This design comes from an exercise in tuning for a short achievable clock period, few clock cycles and low power on the open sky130 flow, not from production work.
The RTL was checked by simulation tests, not by an equivalence proof against the original design.
Power is estimated from default activity; no workload was simulated.

## flow/design.v (module list and top-level ports; edited modules follow where they fit)
// module mac_lane_sum: 1967 lines
// module mac_vector_engine: 588 lines
module mac_vector_engine (
  input logic clk,
  input logic reset_n,
  input logic start,
  input logic clear,
  input logic [9:0] vec_len,
  input logic signed [47:0] bias,
  input logic in_valid,
  input logic [35:0] in_a,
  input logic [35:0] in_b,
  input logic out_ready,
  output logic busy,
  output logic in_ready,
  output logic out_valid,
  output logic signed [17:0] out_data,
  output logic signed [47:0] out_acc,
  output logic acc_overflow
);
  // ...
==> flow/run.sh <==
#!/bin/bash
# synth_recipe.tcl (not shown) runs the flow's synth.tcl, then flattens the netlist and writes it again
# the make line also repeats each setting of config.mk as NAME=value (left out here)
make -C /OpenROAD-flow-scripts/flow DESIGN_CONFIG=/design/flow/config.mk WORK_HOME=/design/flow/orfs CLKGATE_MAP_FILE= SYNTH_SCRIPT=/design/flow/synth_recipe.tcl finish
==> flow/config.mk <==
export PLATFORM = sky130hd
export DESIGN_NAME = mac_vector_engine
export DESIGN_NICKNAME = mac_vector_engine
export VERILOG_FILES = /design/flow/design.v
export SDC_FILE = /design/flow/constraint.sdc
export NUM_CORES = 4
export LEC_CHECK = 0
export ABC_CLOCK_PERIOD_IN_PS = 2900
export CAP_MARGIN = 20
export CORE_MARGIN = 2
export CORE_UTILIZATION = 60
export CTS_BUF_LIST = sky130_fd_sc_hd__clkbuf_16
export CTS_CLUSTER_DIAMETER = 60
export CTS_CLUSTER_SIZE = 50
export SETUP_SLACK_MARGIN = 4.1
export SLEW_MARGIN = 20
==> flow/constraint.sdc <==
create_clock -name core_clock -period 7.0 [get_ports {clk}]
set_input_delay 1.4000 -clock core_clock [delete_from_list [all_inputs] [get_ports {clk}]]
set_output_delay 1.4000 -clock core_clock [all_outputs]
set_load 0.01 [all_outputs]
==> run_results.csv, run 1 <==
group,metric,value,unit
critical_path,crit_arrival,3.49,ns
timing,setup_repair_after_global_routing_missed_its_margin,"yes",
clocking,cts.reportedPaths.clkPinSlew,0.11,ns
power,power_combinational,4.94,mW
routing,vias,21189,
synth,synth.most_common_cell,"dfxtp_1",
timing,worst_hold_slack,0.314,ns
clocking,maximum_count_of_clock_buffers_along_a_single_path,3,
layout,final_design_area_no_fill,35800,sq um
clocking,postCtsHoldBufs,0,
clocking,postcts_setup_bufs,8,
routing,met3RoutedLength,6830,microns
timing,maximum_achievable_frequency,337,MHz
run_status,run_status,"complete, no violations",
power,top_power_group,"combinational cells",
power,comb_power_share,41.8,%
layout,nNonClkBuffers,241,
layout,flow.area_growth_from_synthesis,12.9,%
power,power,11.8,mW
floorplan,floorplan.die.width,234,microns
synth,post_synth.cell_area_avg,10.9,sq um
power,seq_power_share,36.4,%
clocking,clk-insertion-delay-late,0.62,ns
global_routing,grt_pass1_vias,21501,
timing,setup-violations-final,0,
placed_design,dpl_cell_area,33700,sq um
clocking,clock-sinks,523,
power,clk-power,2.59,mW
critical_path,path_depth,11,
global_routing,grt_pass1_wl,121000,microns
placed_design,detailedPlace.worstSlack,3.58,ns
timing,timing.final.max_slew_violations,0,
routing,route.layer.met1.wl,33400,microns
layout,fill_cells,3957,
critical_path,worstPathCellList,"fa_1 > inv_2 > fa_2 > fa_2 > nor2b_1 > o21a_1 > o21ai_2 > a21oi_4 > o41ai_2 > xnor2_2 > mux2_4",
routing,dr.pass1.iters,6,
floorplan,die_height,234,microns
clocking,cts_inserted_buffers,41,
Testbench counts, summed over its fixed seeds: cycles 12,350.
==> run 2: changes to the inputs <==
--- a/flow/config.mk
+++ b/flow/config.mk
@@ -12,5 +12,6 @@
 export CTS_BUF_LIST = sky130_fd_sc_hd__clkbuf_16
 export CTS_CLUSTER_DIAMETER = 60
-export CTS_CLUSTER_SIZE = 50
+export CTS_CLUSTER_SIZE = 40
+export PLACE_DENSITY = 0.75
 export SETUP_SLACK_MARGIN = 4.1
 export SLEW_MARGIN = 20
==> run 2 against run 1 <==
Effect of this change:
- register-to-register slack is essentially flat
- non-clock buffer count shrank 4
- utilization shrank 0.12 points
- critical endpoint unchanged
==> run_results.csv, run 2 <==
group,metric,value,unit
timing,finalHoldViolCount,0,
hold_path,holdPathEnd,"sd2_q[1][4]$_DFF_P_",
critical_path,reg2reg_to,"acc1_q[12]$_DFF_P_",
synth,synth.yosys.seq_area_share,36.8,%
critical_path,worst_setup_path_start_kind,"flip-flop",
hold_path,worst_hold_path_type,"flip-flop to flip-flop",
floorplan,floorplan.die.width,234,microns
global_routing,largest_net_degree_at_the_start_of_global_routing,135,
critical_path,worst-setup-path-type,"flip-flop to flip-flop",
hold_path,worst_hold_path_stage_count,0,
critical_path,crit_top_cell,"fa_2",
global_routing,grt_pass1_vias,22050,
layout,final_design_area_no_fill,35700,sq um
layout,design.final.nets,3499,
placed_design,count_of_port_buffers_added_during_placement,205,
floorplan,floorplan.initialDensity,60.5,%
synth,synth_largest_type_area_fraction,24.9,%
synth,netlist_top_cells_count,"dfxtp_1 (394), fa_1 (319), a22oi_1 (308)",
clocking,cts.reportedPaths.clkPinSlew,0.09,ns
routing,route.met2.wl,35900,microns
routing,antenna_left,0,
synth,synth_warnings,6,
timing,setup-violations-final,0,
routing,drt-initial-drc-count,1694,
synth,ys_types,69,
synth,post_synth.cell_area_avg,10.9,sq um
clocking,tritoncts,"yes",
synth,synth-edff-count,107,
timing,timing.final.max_slew_violations,0,
clocking,maximum_count_of_clock_buffers_along_a_single_path,3,
timing,min_period_over_period,42.4,%
layout,flow.area_growth_from_synthesis,12.7,%
timing,skew,0.0280,ns
layout,insertedDiodeCount,0,
power,power.leakage,14.2,nW
routing,viasPerCell,5.81,
layout,regMostFlops,"u_sum.t1_q",
routing,drt_drc_violations_left,0,
synth,async_flop_share,4.21,%
run_status,run_status,"complete, no violations",
critical_path,worst_path_largest_cell_delay,0.54,ns
timing,worst_pin_slew,1.02,ns
clocking,clockRootBuffer,"clkbuf_16",
synth,yosys.area.top_type,"dfxtp_1",
synth,synth.most_common_cell,"dfxtp_1",
routing,post_drt_wl_per_cell,21.2,microns
power,power-per-cell-area,326,nW/um^2
layout,drive_gt1_share,9.25,%
power,seq_power_share,36.7,%
timing,maximum_achievable_frequency,337,MHz
global_routing,grt_overflow_total,0,
layout,final_cell_mix,"dfxtp_1 (315), fa_1 (314), a22oi_1 (308)",
synth,synthesized_flop_and_latch_total,523,
clocking,cts-htree-levels,2,
power,power.clock.fraction,21.4,%
placed_design,hpwl,55000,microns
power,p_sw,4.45,mW
hold_path,hold_start,"sd2_q[0][4]$_DFF_P_",
synth,synth_top_cells_by_area,"dfxtp_1 (25%), fa_1 (20%), edfxtp_1 (10%)",
synth,synth_ff_type,"dfxtp_1",
critical_path,setup.worst_path.end_class,"flip-flop",
timing,post-route-min-period,2.97,ns
power,comb_power_share,41.9,%
power,power.ir.vdd_worst,0.000210,V
synth,post_synthesis_instance_area,31700,sq um
global_routing,grt.total_usage,28.7,%
layout,biggestRegsByFlops,"u_sum.t1_q x133, u_sum.t2_q x65",
power,power.internal,7.20,mW
routing,dr.pass1.iters,8,
floorplan,die_height,234,microns
critical_path,reg2reg_setup_slack,4.03,ns
routing,route.final.wire_length,77700,microns
run,max_cap_viol_count,0,
critical_path,required_time_of_the_critical_path,7.48,ns
global_routing,grt_pass1_wl,122000,microns
routing,route.layer.met1.wl,32300,microns
routing,met3RoutedLength,7480,microns
critical_path,critical_path_fanouts_max,3,
critical_path,worst-r2r-cell-count,12,
critical_path,crit_slowest_cell,"fa_1",
floorplan,placementRows,84,
timing,setup_repair_after_global_routing_missed_its_margin,"yes",
floorplan,fp.dieArea,54600,sq um
layout,most_common_cell_after_layout_fill_and_taps_aside,"dfxtp_1",
power,switching_share,38.2,%
critical_path,worstPathCellList,"fa_1 > inv_1 > fa_2 > fa_2 > nor2b_1 > o21a_1 > o21ai_2 > a21oi_2 > buf_6 > o41ai_2 > xnor2_1 > mux2_2",
clocking,clock-sinks,523,
placed_design,place.gp.congestion,0.919,
synth,synthCells,2915,
routing,vias,21345,
floorplan,top_level_port_count,206,
timing,setup_tns,0,ns
global_routing,antenna_found_initial,0,
timing,slew_headroom,31.4,%
clocking,cts_inserted_buffers,40,
placed_design,dpl_cell_area,33700,sq um
layout,largest_reg_flops,133,
critical_path,regToRegStartpoint,"sd1_q[0][0]$_DFF_P_",
floorplan,core_area,52300,sq um
critical_path,crit_arrival,3.45,ns
clocking,clk-insertion-delay-late,0.60,ns
synth,synth_fp_nets,3461,
routing,top_layer_used,"met4",
==> run 2: logic make-up after synthesis <==
family / synth area share, %
AOI/OAI and AO/OA: 11.5
adders and majority gates: 23.8
muxes: 1.82
DFF: 36.8
and+or+nand+nor: 9.15
buffers and inverters: 6.21
xor gates and xnor gates: 10.8
==> run 2: worst max-delay path by stage <==
stage	startpoint	end	slack (ns)	cells after the start
4_1_cts	sd1_q[0][0]$_DFF_P_	acc1_q[12]$_DFF_P_	4.05	12
2_1_floorplan	one_q[5]$_DFF_P_	u_sum.t1_q[86]$_DFF_P_	4.09	9
3_3_place_gp	in_valid	rem_q[3]$_DFFE_PN0P_	3.44	7
5_1_grt	sd1_q[0][0]$_DFF_P_	acc1_q[12]$_DFF_P_	3.91	12
3_5_place_dp	in_valid	rem_q[3]$_DFFE_PN0P_	3.34	7
6_report	sd1_q[0][0]$_DFF_P_	acc1_q[12]$_DFF_P_	4.03	12
==> run 2: power groups by stage <==
| stage | clock [mW] | sequential, mW | combinational, mW |
|---|---|---|---|
| CTS | 2.55 | 4.28 | 4.73 |
| global placement | 0 | 4.31 | 4.46 |
| detailed placement | 0 | 4.33 | 4.65 |
| floorplan | 0 | 4.04 | 3.59 |
| finish | 2.49 | 4.28 | 4.88 |
| global route | 2.66 | 4.34 | 5.53 |
==> run 2: layer usage <==
metal	global-route usage, %	vias to the layer above
met5	0	-
met4	9.04	0
met3	6.32	172
met2	46.3	1026
met1	38.9	10521
li1	-	9626
==> run 2: per-stage QoR <==
stage	cells	hold slack [ns]	power (mW)	utilization [%]	worst slack, ns
finish	3672	0.328	11.7	68.2	4.03
global route	3672	0.332	12.5	68.2	3.91
CTS	3663	0.331	11.6	67.5	4.05
detailed placement	3585	0.312	8.98	64.5	3.34
global placement	3585	0.311	8.77	64.5	3.44
floorplan	2915	0.310	7.63	-	4.09
==> run 2: area by class of cell <==
class	instances	area (sq um)
Multi-Input combinational cell	1891	18200
Fill cell	3962	16600
Sequential cell	523	11900
Timing Repair Buffer	237	2270
Clock buffer	41	1030
Inverter	260	980
Tap cell	688	861
Clock inverter	32	434
==> run 2: timing repair <==
item                       4_1_cts  5_1_grt
resized for setup              144      100
cloned                           0        1
setup endpoints to repair      178       76
hold buffers                     0        0
pin swaps                        3       20
setup buffers                    5        8
==> run 2: critical path, delay by kind of cell, from the launching register on <==
kind	cells	cell delay (ns)
flip-flops	1	0.33
multiplexers	1	0.28
XOR/XNOR	1	0.16
buffers and inverters	2	0.20
adder cells (fa/ha/maj)	3	1.25
AND/OR/NAND/NOR	1	0.12
AO/OA/AOI/OAI	4	0.51
==> run 3: changes to the inputs <==
--- a/flow/config.mk
+++ b/flow/config.mk
@@ -11,7 +11,6 @@
 export CORE_UTILIZATION = 60
 export CTS_BUF_LIST = sky130_fd_sc_hd__clkbuf_16
-export CTS_CLUSTER_DIAMETER = 60
+export CTS_CLUSTER_DIAMETER = 80
 export CTS_CLUSTER_SIZE = 40
-export PLACE_DENSITY = 0.75
-export SETUP_SLACK_MARGIN = 4.1
+export SETUP_SLACK_MARGIN = 3.8
 export SLEW_MARGIN = 20
==> run 3 against run 2 <==
Effect of this change:
- sequential power barely moved
- cell count fell by 0.82%
- register-to-register slack got worse by 0.20 ns
- wire length fell by 3.3%
- die area did not move
- design area fell by 1.5%
- global-route usage fell by 0.80 points
- critical endpoint is now u_sum.t1_q[56]$_DFF_P_
==> run_results.csv, run 3 <==
group,metric,value,unit
run_status,run_status,"complete, no violations",
layout,fill_cells,3999,
timing,post-route-min-period,3.17,ns
layout,final_cell_mix,"dfxtp_1 (339), fa_1 (317), a22oi_1 (308)",
timing,setup_repair_after_global_routing_missed_its_margin,"no",
critical_path,worstPathCellList,"a22oi_1 > xnor2_1 > fa_1 > fa_1 > fa_1 > and2_1",
timing,finalHoldViolCount,0,
clocking,clockRootBuffer,"clkbuf_16",
global_routing,met3_usage,5.31,%
synth,synth_largest_type_area_fraction,24.9,%
global_routing,globalRouteMet1Util,40.3,%
layout,layout.area.seq,11700,sq um
critical_path,worst-r2r-cell-count,6,
synth,ys_types,69,
run,max_cap_viol_count,0,
floorplan,floorplan.die.width,234,microns
synth,post_synthesis_instance_area,31700,sq um
hold_path,worst_hold_path_type,"flip-flop to flip-flop",
power,power-per-cell-area,320,nW/um^2
timing,setup_tns,0,ns
routing,vias,20776,
hold_path,worst_hold_path_stage_count,0,
routing,viasPerCell,5.70,
layout,flow.area_growth_from_synthesis,11.0,%
synth,post_synth.cell_area_avg,10.9,sq um
clocking,cts_inserted_buffers,30,
global_routing,global_route.usage.met2,43.5,%
floorplan,fp.dieArea,54600,sq um
layout,regMostFlops,"u_sum.t1_q",
global_routing,grt_pass1_wl,120000,microns
timing,min_period_over_period,45.3,%
routing,post_drt_wl_per_cell,20.6,microns
global_routing,grt.busiest_layer,"met2",
layout,design.final.nets,3476,
synth,netlist_top_cells_count,"dfxtp_1 (394), fa_1 (319), a22oi_1 (308)",
placed_design,count_of_port_buffers_added_during_placement,205,
critical_path,worst_path_dominant_cell_family,"adder cells",
critical_path,crit_slowest_cell,"dfxtp_1",
timing,timing.final.max_slew_violations,0,
floorplan,top_level_port_count,206,
layout,most_common_cell_after_layout_fill_and_taps_aside,"dfxtp_1",
critical_path,path_depth,6,
global_routing,grt.total_usage,27.9,%
routing,antenna_left,0,
timing,maximum_achievable_frequency,316,MHz
floorplan,core_area,52300,sq um
synth,synthCells,2915,
clocking,cts.reportedPaths.clkPinSlew,0.12,ns
layout,insertedDiodeCount,0,
critical_path,worst_path_largest_cell_delay,0.86,ns
synth,synth.yosys.seq_area_share,36.8,%
critical_path,crit_top_cell,"fa_1",
clocking,clock-sinks,523,
timing,worst_pin_slew,1.05,ns
floorplan,floorplan.initialDensity,60.5,%
floorplan,die_height,234,microns
power,power,11.2,mW
clocking,maximum_count_of_clock_buffers_along_a_single_path,3,
critical_path,critical_path.n_buffers_inverters,0,
global_routing,largest_net_degree_at_the_start_of_global_routing,132,
clocking,tritoncts,"yes",
critical_path,crit_arrival,3.72,ns
clocking,postcts_setup_bufs,0,
placed_design,place.gp.congestion,0.886,
layout,drive_gt1_share,6.77,%
synth,synth-edff-count,107,
clocking,clk-insertion-delay-late,0.65,ns
global_routing,grt_pass1_vias,21409,
timing,slew_headroom,29.5,%
routing,route.final.wire_length,75100,microns
floorplan,placementRows,84,
critical_path,setup.worst_path.end_class,"flip-flop",
critical_path,worst_setup_path_start_kind,"flip-flop",
timing,post-route-worst-setup-slack,3.83,ns
placed_design,hpwl,55500,microns
synth,synth_warnings,6,
routing,dr.pass1.iters,6,
layout,multi_input_area,18100,sq um
routing,drt_drc_violations_left,0,
synth,yosys.area.top_type,"dfxtp_1",
synth,synth_ff_type,"dfxtp_1",
power,power.leakage,13.8,nW
layout,largest_reg_flops,133,
clocking,cts-htree-levels,1,
placed_design,detailedPlace.worstSlack,3.55,ns
power,power.ir.vdd_worst,0.000271,V
critical_path,critical_path_fanouts_max,18,
routing,drt-initial-drc-count,1750,
clocking,postCtsHoldBufs,0,
synth,synth.most_common_cell,"dfxtp_1",
global_routing,antenna_found_initial,1,
critical_path,worst-setup-path-type,"flip-flop to flip-flop",
synth,synth_top_cells_by_area,"dfxtp_1 (25%), fa_1 (20%), edfxtp_1 (10%)",
timing,setup-violations-final,0,
global_routing,grt_overflow_total,0,
synth,async_flop_share,4.21,%
layout,biggestRegsByFlops,"u_sum.t1_q x133, u_sum.t2_q x65",
timing,skew,0.0320,ns
synth,synthesized_flop_and_latch_total,523,
synth,synth_fp_nets,3461,
critical_path,required_time_of_the_critical_path,7.55,ns
==> run 3: cell types whose count changed in the layout (fill, tap and decap cells not counted), sizes merged, moves of 2 or more <==
cell / previous run / this run
dlygate4sd2: 47 / 0
clkbuf: 41 / 31
clkinv: 13 / 15
buf: 34 / 22
dlymetal6s2s: 15 / 0
clkdlybuf4s50: 140 / 203
inv: 276 / 270
clkinvlp: 2 / 0
==> run 3: final cells by class <==
type / count / area share, %
Clock buffer: 31 / 2.21
Multi-Input combinational cell: 1890 / 51.4
Timing Repair Buffer: 225 / 6.24
Clock inverter: 25 / 1.54
Tap cell: 688 / 2.45
Inverter: 260 / 2.78
Sequential cell: 523 / 33.3
==> run 3: kinds of logic after synthesis <==
| kind of cell | share of synthesized area (%) |
|---|---|
| xor gates and xnor gates | 10.8 |
| AOI/OAI and AO/OA | 11.5 |
| buffers and inverters | 6.21 |
| DFF | 36.8 |
| and+or+nand+nor | 9.15 |
| adders and majority gates | 23.8 |
| muxes | 1.82 |
==> run 3: what timing repair did <==
| action | 4_1_cts | 5_1_grt |
|---|---|---|
| pin swaps | 0 | 3 |
| endpoints found under the setup margin | 7 | 53 |
| gates resized for setup | 4 | 59 |
==> run 3: path summary, 6_finish.rpt <==
path,end,from,slack (ns)
max,u_sum.t1_q[56]$_DFF_P_,a_q[8]$_SDFF_PN0_,3.83
min,sd2_q[0][1]$_DFF_P_,u_sum.t2_q[60]$_DFF_P_,0.33
max reg2reg,u_sum.t1_q[56]$_DFF_P_,a_q[8]$_SDFF_PN0_,3.83
min reg2reg,sd2_q[0][1]$_DFF_P_,u_sum.t2_q[60]$_DFF_P_,0.33
max in group asynchronous,rem_q[3]$_DFFE_PN0P_,reset_n,5.91
min in group asynchronous,rem_q[6]$_DFFE_PN0P_,reset_n,0.72
==> run 3: layer usage <==
| layer | vias up | wire (microns) | part of all wire (%) |
|---|---|---|---|
| met5 | - | 0 | 0 |
| met4 | 0 | 1930 | 2.6 |
| met3 | 152 | 6430 | 8.6 |
| met2 | 881 | 33600 | 45 |
| met1 | 10185 | 33200 | 44 |
| li1 | 9558 | - | - |
==> run 3: report_power, final <==
group          internal (mW)  switching [mW]  total (mW)
Sequential              3.78           0.500        4.28
Combinational           2.13            2.58        4.71
Clock                  0.966            1.29        2.26
==> run 3: through the flow <==
step | instances | utilization, % | hold WS [ns] | area (sq um)
final | 3642 | 67.2 | 0.331 | 35200
after global routing | 3642 | 67.2 | 0.332 | 35200
after CTS | 3642 | 67.0 | 0.331 | 35100
after detailed placement | 3586 | 64.5 | 0.312 | 33700
after global placement | 3586 | 64.5 | 0.311 | 33700
after floorplan | 2915 | - | 0.310 | 31700
==> run 4: changes to the inputs <==
--- a/flow/config.mk
+++ b/flow/config.mk
@@ -6,5 +6,5 @@
 export NUM_CORES = 4
 export LEC_CHECK = 0
-export ABC_CLOCK_PERIOD_IN_PS = 2900
+export ABC_CLOCK_PERIOD_IN_PS = 3500
 export CAP_MARGIN = 20
 export CORE_MARGIN = 2
@@ -13,4 +13,4 @@
 export CTS_CLUSTER_DIAMETER = 80
 export CTS_CLUSTER_SIZE = 40
-export SETUP_SLACK_MARGIN = 3.8
+export SETUP_SLACK_MARGIN = 4.1
 export SLEW_MARGIN = 20
==> run 4 against run 3 <==
Effect of this change:
- critical path depth rose by 5
- via count rose by 1.8%
- first-iteration DRC count fell by 3.4%
- register-to-register slack improved by 0.17 ns
- fmax rose by 5.6%
- global-route usage rose by 0.26 points
- clock skew fell by 0.0048 ns
==> run_results.csv, run 4 <==
group,metric,value,unit
run_status,run_status,"complete, no violations",
timing,min_period_over_period,42.9,%
clocking,clk-insertion-delay-late,0.65,ns
power,power.ir.vdd_worst,0.000248,V
synth,synth_top_family_by_area,"adder cells",
global_routing,grt_overflow_total,0,
critical_path,crit_arrival,3.54,ns
critical_path,path_depth,11,
routing,drt-initial-drc-count,1691,
floorplan,top_level_port_count,206,
floorplan,fp.dieArea,54600,sq um
clocking,cts.reportedPaths.clkPinSlew,0.11,ns
timing,finalHoldViolCount,0,
synth,synth-simple-area-share,9.15,%
synth,synth_top_cells_by_area,"dfxtp_1 (25%), fa_1 (20%), edfxtp_1 (10%)",
synth,post_synthesis_instance_area,31700,sq um
routing,antenna_left,0,
floorplan,floorplan.die.width,234,microns
clocking,postCtsHoldBufs,0,
clocking,maximum_count_of_clock_buffers_along_a_single_path,3,
hold_path,worst_hold_path_type,"flip-flop to flip-flop",
synth,ys_types,69,
placed_design,hpwl,55500,microns
critical_path,setup.worst_path.end_class,"flip-flop",
placed_design,count_of_port_buffers_added_during_placement,205,
critical_path,start_point_of_the_critical_path,"sd1_q[0][0]$_DFF_P_",
layout,insertedDiodeCount,0,
global_routing,grt.total_usage,28.2,%
routing,viasPerCell,5.78,
layout,final_cells,3658,
synth,post_synth.cell_area_avg,10.9,sq um
critical_path,reg2reg_setup_slack,4.00,ns
global_routing,antenna_found_initial,2,
critical_path,worst_path_dominant_cell_family,"adder cells",
critical_path,crit_top_cell,"fa_2",
timing,post-route-min-period,3.00,ns
timing,post-route-worst-setup-slack,4.00,ns
clocking,clockRootBuffer,"clkbuf_16",
global_routing,grt_pass1_wl,120000,microns
timing,timing.final.max_slew_violations,0,
critical_path,reg2reg_to,"acc1_q[12]$_DFF_P_",
synth,synth.mux.area_fraction,1.82,%
clocking,cts-htree-levels,1,
layout,most_common_cell_after_layout_fill_and_taps_aside,"dfxtp_1",
power,power,11.4,mW
routing,vias,21143,
synth,yosys.area.top_type,"dfxtp_1",
placed_design,detailedPlace.worstSlack,3.58,ns
critical_path,critical_path_fanouts_max,3,
clocking,tritoncts,"yes",
synth,synthCells,2915,
timing,setup-violations-final,0,
synth,synth_largest_type_area_fraction,24.9,%
synth,netlist_top_cells_count,"dfxtp_1 (394), fa_1 (319), a22oi_1 (308)",
layout,final_cell_mix,"dfxtp_1 (313), fa_1 (312), a22oi_1 (308)",
layout,largest_reg_flops,133,
critical_path,worst_setup_path_start_kind,"flip-flop",
critical_path,worst-setup-path-type,"flip-flop to flip-flop",
floorplan,placementRows,84,
critical_path,worst_path_largest_cell_delay,0.55,ns
critical_path,worstPathCellList,"fa_1 > inv_2 > fa_2 > fa_2 > nor2b_1 > o21a_1 > o21ai_4 > a21oi_4 > o41ai_2 > xnor2_1 > mux2_2",
synth,synth-edff-count,107,
floorplan,die_height,234,microns
clocking,cts_inserted_buffers,31,
critical_path,worst_setup_path_endpoint,"acc1_q[12]$_DFF_P_",
synth,synth_fp_nets,3461,
clocking,clock-sinks,523,
synth,synth_xor_xnor_area_share,10.8,%
power,power.leakage,14.0,nW
routing,dr.pass1.iters,6,
global_routing,grt_pass1_vias,21430,
timing,worst_hold_slack,0.333,ns
placed_design,place.gp.congestion,0.917,
critical_path,worst-r2r-cell-count,11,
floorplan,floorplan.initialDensity,60.5,%
placed_design,place_inst,3586,
run,max_cap_viol_count,0,
routing,post_drt_wl_per_cell,21.0,microns
synth,synth_fa_ha_area_share,23.8,%
critical_path,regToRegStartpoint,"sd1_q[0][0]$_DFF_P_",
layout,regMostFlops,"u_sum.t1_q",
timing,slew_headroom,30.9,%
synth,synth.most_common_cell,"dfxtp_1",
timing,setup_repair_after_global_routing_missed_its_margin,"yes",
timing,worst_pin_slew,1.03,ns
critical_path,crit_slowest_cell,"fa_1",
floorplan,core_area,52300,sq um
layout,flow.area_growth_from_synthesis,11.7,%
synth,synth_ff_type,"dfxtp_1",
timing,maximum_achievable_frequency,333,MHz
routing,route.final.wire_length,76800,microns
timing,skew,0.0272,ns
synth,synth-compound-area-share,11.5,%
power,power-per-cell-area,322,nW/um^2
synth,synthesized_flop_and_latch_total,523,
layout,drive_gt1_share,9.16,%
layout,design.final.nets,3491,
critical_path,required_time_of_the_critical_path,7.54,ns
global_routing,largest_net_degree_at_the_start_of_global_routing,98,
synth,synth_warnings,6,
synth,async_flop_share,4.21,%
routing,drt_drc_violations_left,0,
synth,synth.yosys.seq_area_share,36.8,%
timing,setup_tns,0,ns
layout,biggestRegsByFlops,"u_sum.t1_q x133, u_sum.t2_q x65",
critical_path,critical_path.n_buffers_inverters,1,
==> run 4: what timing repair did <==
action / 4_1_cts / 5_1_grt
resized for setup: 167 / 82
pin swaps: 11 / 30
gates cloned: 0 / 1
buffers inserted: 5 / 8
endpoints found under the setup margin: 192 / 68
==> run 4: report_power, final <==
group / switching, mW / total (mW) / leakage [nW] / internal [mW]
clock network: 1.25 / 2.19 / 0.577 / 0.940
logic: 2.68 / 4.91 / 8.81 / 2.23
registers: 0.522 / 4.30 / 4.60 / 3.77
==> run 4: cell type report <==
class                           instances  area [sq um]
Clock buffer                           31           776
Tap cell                              688           861
Timing Repair Buffer                  238          2190
Inverter                              260           980
Fill cell                            3988         17000
Clock inverter                         27           429
Sequential cell                       523         11900
Multi-Input combinational cell       1891         18300
==> run 4: metrics by stage <==
step	cell area (sq um)	util, %
2_1_floorplan	31700	-
3_3_place_gp	33700	64.5
3_5_place_dp	33700	64.5
4_1_cts	35100	67.0
5_1_grt	35400	67.6
6_report	35400	67.6
==> run 4: worst min path at each step <==
stage,startpoint,endpoint,slack (ns),depth (start not counted)
final,sd2_q[0][4]$_DFF_P_,sd2_q[1][4]$_DFF_P_,0.33,0
after global routing,sd2_q[0][4]$_DFF_P_,sd2_q[1][4]$_DFF_P_,0.34,0
after CTS,sd2_q[0][4]$_DFF_P_,sd2_q[1][4]$_DFF_P_,0.33,0
after detailed placement,u_sum.t2_q[41]$_DFF_P_,sd1_q[0][7]$_DFF_P_,0.31,0
after global placement,u_sum.t2_q[33]$_DFF_P_,sd1_q[0][3]$_DFF_P_,0.31,0
after floorplan,cd2_q[0][1]$_DFF_P_,c2[1]$_DFF_P_,0.31,0
==> run 4: layer usage <==
layer  vias to the layer above  global-route usage, %  routed length, microns
li1                       9596                      -                       -
met1                     10316                   39.9                   33000
met2                      1036                   44.2                   34200
met3                       191                   5.69                    6950
met4                         4                   8.27                    2570
met5                         -                      0                      27
==> run 4: cells by family after synthesis <==
kind of cell,after synthesis
AND/OR/NAND/NOR,524
flip-flops,523
AO/OA/AOI/OAI,513
buffers and inverters,502
adder cells (fa/ha/maj),410
XOR/XNOR,391
multiplexers,52
==> run 5: changes to the inputs <==
--- a/flow/config.mk
+++ b/flow/config.mk
@@ -6,5 +6,5 @@
 export NUM_CORES = 4
 export LEC_CHECK = 0
-export ABC_CLOCK_PERIOD_IN_PS = 3500
+export ABC_CLOCK_PERIOD_IN_PS = 2900
 export CAP_MARGIN = 20
 export CORE_MARGIN = 2
==> run 5 against run 4 <==
Effect of this change:
- still clean
- wire length is the same
- register-to-register slack is essentially flat
- clock skew is the same
- non-clock buffer count is the same
- largest cell class unchanged
==> run_results.csv, run 5 <==
group,metric,value,unit
clocking,clk-insertion-delay-late,0.65,ns
synth,post_synthesis_instance_area,31700,sq um
synth,synth_warnings,6,
layout,final_cell_mix,"dfxtp_1 (313), fa_1 (312), a22oi_1 (308)",
routing,post_drt_wl_per_cell,21.0,microns
critical_path,crit_top_cell,"fa_2",
routing,vias,21143,
synth,post_synth.cell_area_avg,10.9,sq um
critical_path,worst-setup-path-type,"flip-flop to flip-flop",
synth,synth-simple-area-share,9.15,%
critical_path,worst_setup_path_start_kind,"flip-flop",
timing,setup-violations-final,0,
synth,synth_largest_type_area_fraction,24.9,%
hold_path,worst_hold_path_type,"flip-flop to flip-flop",
power,power.leakage,14.0,nW
layout,fill_cells,3988,
synth,synth.mux.area_fraction,1.82,%
timing,maximum_achievable_frequency,333,MHz
timing,setup_tns,0,ns
synth,synth-compound-area-share,11.5,%
run_status,run_status,"complete, no violations",
clocking,cts.reportedPaths.clkPinSlew,0.11,ns
routing,viasPerCell,5.78,
placed_design,place.gp.congestion,0.917,
run,max_cap_viol_count,0,
synth,synth.most_common_cell,"dfxtp_1",
placed_design,count_of_port_buffers_added_during_placement,205,
routing,route.final.wire_length,76800,microns
synth,ys_types,69,
global_routing,grt_overflow_total,0,
clocking,cts_inserted_buffers,31,
routing,antenna_left,0,
timing,slew_headroom,30.9,%
global_routing,grt.total_usage,28.2,%
power,power,11.4,mW
critical_path,worst_path_largest_cell_delay,0.55,ns
floorplan,top_level_port_count,206,
layout,insertedDiodeCount,0,
synth,synthesized_flop_and_latch_total,523,
critical_path,critical_path_fanouts_max,3,
layout,most_common_cell_after_layout_fill_and_taps_aside,"dfxtp_1",
timing,min_period_over_period,42.9,%
timing,post-route-min-period,3.00,ns
timing,finalHoldViolCount,0,
synth,synthCells,2915,
synth,synth_top_cells_by_area,"dfxtp_1 (25%), fa_1 (20%), edfxtp_1 (10%)",
critical_path,crit_slowest_cell,"fa_1",
synth,netlist_top_cells_count,"dfxtp_1 (394), fa_1 (319), a22oi_1 (308)",
timing,timing.final.max_slew_violations,0,
critical_path,setup.worst_path.end_class,"flip-flop",
layout,biggestRegsByFlops,"u_sum.t1_q x133, u_sum.t2_q x65",
timing,setup_repair_after_global_routing_missed_its_margin,"yes",
timing,skew,0.0272,ns
global_routing,antenna_found_initial,2,
timing,worst_pin_slew,1.03,ns
layout,largest_reg_flops,133,
global_routing,largest_net_degree_at_the_start_of_global_routing,98,
floorplan,fp.dieArea,54600,sq um
power,power-per-cell-area,322,nW/um^2
clocking,clockRootBuffer,"clkbuf_16",
routing,dr.pass1.iters,6,
layout,regMostFlops,"u_sum.t1_q",
synth,synth_fp_nets,3461,
floorplan,die_height,234,microns
layout,drive_gt1_share,9.16,%
synth,yosys.area.top_type,"dfxtp_1",
synth,synth_fa_ha_area_share,23.8,%
routing,drt-initial-drc-count,1691,
synth,synth_top_family_by_area,"adder cells",
floorplan,placementRows,84,
power,power.ir.vdd_worst,0.000248,V
layout,design.final.nets,3491,
critical_path,worstPathCellList,"fa_1 > inv_2 > fa_2 > fa_2 > nor2b_1 > o21a_1 > o21ai_4 > a21oi_4 > o41ai_2 > xnor2_1 > mux2_2",
clocking,tritoncts,"yes",
synth,async_flop_share,4.21,%
clocking,cts-htree-levels,1,
clocking,clock-sinks,523,
synth,synth_ff_type,"dfxtp_1",
routing,drt_drc_violations_left,0,
synth,synth-edff-count,107,
synth,synth_xor_xnor_area_share,10.8,%
floorplan,floorplan.die.width,234,microns
synth,synth.yosys.seq_area_share,36.8,%
critical_path,crit_arrival,3.54,ns
clocking,maximum_count_of_clock_buffers_along_a_single_path,3,
critical_path,required_time_of_the_critical_path,7.54,ns
floorplan,floorplan.initialDensity,60.5,%
floorplan,core_area,52300,sq um
layout,flow.area_growth_from_synthesis,11.7,%
placed_design,hpwl,55500,microns
global_routing,grt_pass1_vias,21430,
global_routing,grt_pass1_wl,120000,microns
## run 5: cell counts in the layout (fill, tap and decap cells not counted)
No cell type changed its count.
## run 5: cell type report
type | instances | area, sq um | area share, %
multi-input cells | 1891 | 18300 | 51.6
flip-flops and latches | 523 | 11900 | 33.5
repair buffers | 238 | 2190 | 6.20
inverters | 260 | 980 | 2.77
well taps | 688 | 861 | 2.43
clock buffers | 31 | 776 | 2.19
clock inverters | 27 | 429 | 1.21
## run 5: critical path, delay by kind of cell, from the launching register on
| kind | cells | cell delay (ns) |
|---|---|---|
| flip-flops | 1 | 0.34 |
| buffers and inverters | 1 | 0.04 |
| XOR/XNOR | 1 | 0.19 |
| AO/OA/AOI/OAI | 4 | 0.62 |
| AND/OR/NAND/NOR | 1 | 0.14 |
| multiplexers | 1 | 0.29 |
| adder cells (fa/ha/maj) | 3 | 1.30 |
## run 5: final timing paths
kind / slack [ns] / endpoint / depth (start not counted) / from
max in group asynchronous: 5.93 / lp_q[0]$_DFF_PN0_ / 1 / reset_n
min in group asynchronous: 0.71 / rem_q[5]$_DFFE_PN0P_ / 1 / reset_n
min reg2reg: 0.33 / sd2_q[1][4]$_DFF_P_ / 0 / sd2_q[0][4]$_DFF_P_
min: 0.33 / sd2_q[1][4]$_DFF_P_ / 0 / sd2_q[0][4]$_DFF_P_
max: 4.00 / acc1_q[12]$_DFF_P_ / 11 / sd1_q[0][0]$_DFF_P_
max reg2reg: 4.00 / acc1_q[12]$_DFF_P_ / 11 / sd1_q[0][0]$_DFF_P_
## run 5: logic make-up after synthesis
family | Yosys count
AND/OR/NAND/NOR | 524
flip-flops | 523
AO/OA/AOI/OAI | 513
buffers and inverters | 502
adder cells (fa/ha/maj) | 410
XOR/XNOR | 391
multiplexers | 52
## run 5: report_power, final
| part | switching [mW] | leakage [nW] | internal (mW) |
|---|---|---|---|
| clock network | 1.25 | 0.577 | 0.940 |
| registers | 0.522 | 4.60 | 3.77 |
| logic | 2.68 | 8.81 | 2.23 |
| total | 4.45 | 14.0 | 6.95 |
## run 5: repair_timing
action	4_1_cts	5_1_grt
hold buffers	0	0
hold endpoints to repair	0	0
buffers inserted	5	8
setup endpoints to repair	192	68
gates cloned	0	1
resized for setup	167	82
pin swaps	11	30
## run 5: layer usage
metal	up-vias	global-route usage, %	part of all wire (%)	wire length, microns
met3	191	5.69	9.0	6950
met5	-	0	0.035	27
met4	4	8.27	3.3	2570
met2	1036	44.2	45	34200
li1	9596	-	-	-
met1	10316	39.9	43	33000
## run 5: stage by stage
| stage | area (sq um) | hold WS [ns] | worst slack [ns] | util (%) | instances |
|---|---|---|---|---|---|
| detailed placement | 33700 | 0.312 | 3.58 | 64.5 | 3586 |
| global route | 35400 | 0.337 | 3.93 | 67.6 | 3658 |
| finish | 35400 | 0.333 | 4.00 | 67.6 | 3658 |
| floorplan | 31700 | 0.310 | 4.09 | - | 2915 |
| CTS | 35100 | 0.332 | 4.02 | 67.0 | 3649 |
| global placement | 33700 | 0.310 | 3.50 | 64.5 | 3586 |

==> separate check: timing with driven ports <==
The results above use ideal ports. As a check the final layouts listed here were re-extracted and re-timed, cells and wires unchanged. Step 1 (the two cells are an assumption about what drives the block):
set clk [get_ports {clk}]
set_driving_cell -lib_cell sky130_fd_sc_hd__clkbuf_16 $clk
set_driving_cell -lib_cell sky130_fd_sc_hd__buf_2 [delete_from_list [all_inputs] $clk]
Step 2 times the ports against the registers' clock, not the clock port: input delays grow and output delays shrink by t, the midpoint of the rising clock arrivals with the driver on. Slacks: ideal ports / drivers / drivers and shift; pairs: ideal ports / drivers.
run	shift t [ns]	setup WS [ns]	hold slack, ns	worst setup path at the end	clock arrival spread, ns
run 1	0.661	4.029 / 4.029 / 3.709	0.314 / 0.314 / 0.314	input to register	0.049 / 0.049
run 2	0.643	4.031 / 4.031 / 3.689	0.328 / 0.328 / 0.328	input to register	0.028 / 0.029
run 3	0.686	3.830 / 3.830 / 3.572	0.331 / 0.331 / 0.331	input to register	0.032 / 0.033
run 4	0.702	3.998 / 3.998 / 3.510	0.333 / 0.333 / 0.333	input to register	0.028 / 0.029
run 5	0.702	3.998 / 3.998 / 3.510	0.333 / 0.333 / 0.333	input to register	0.028 / 0.029
After both steps setup and hold are still met in every run listed.
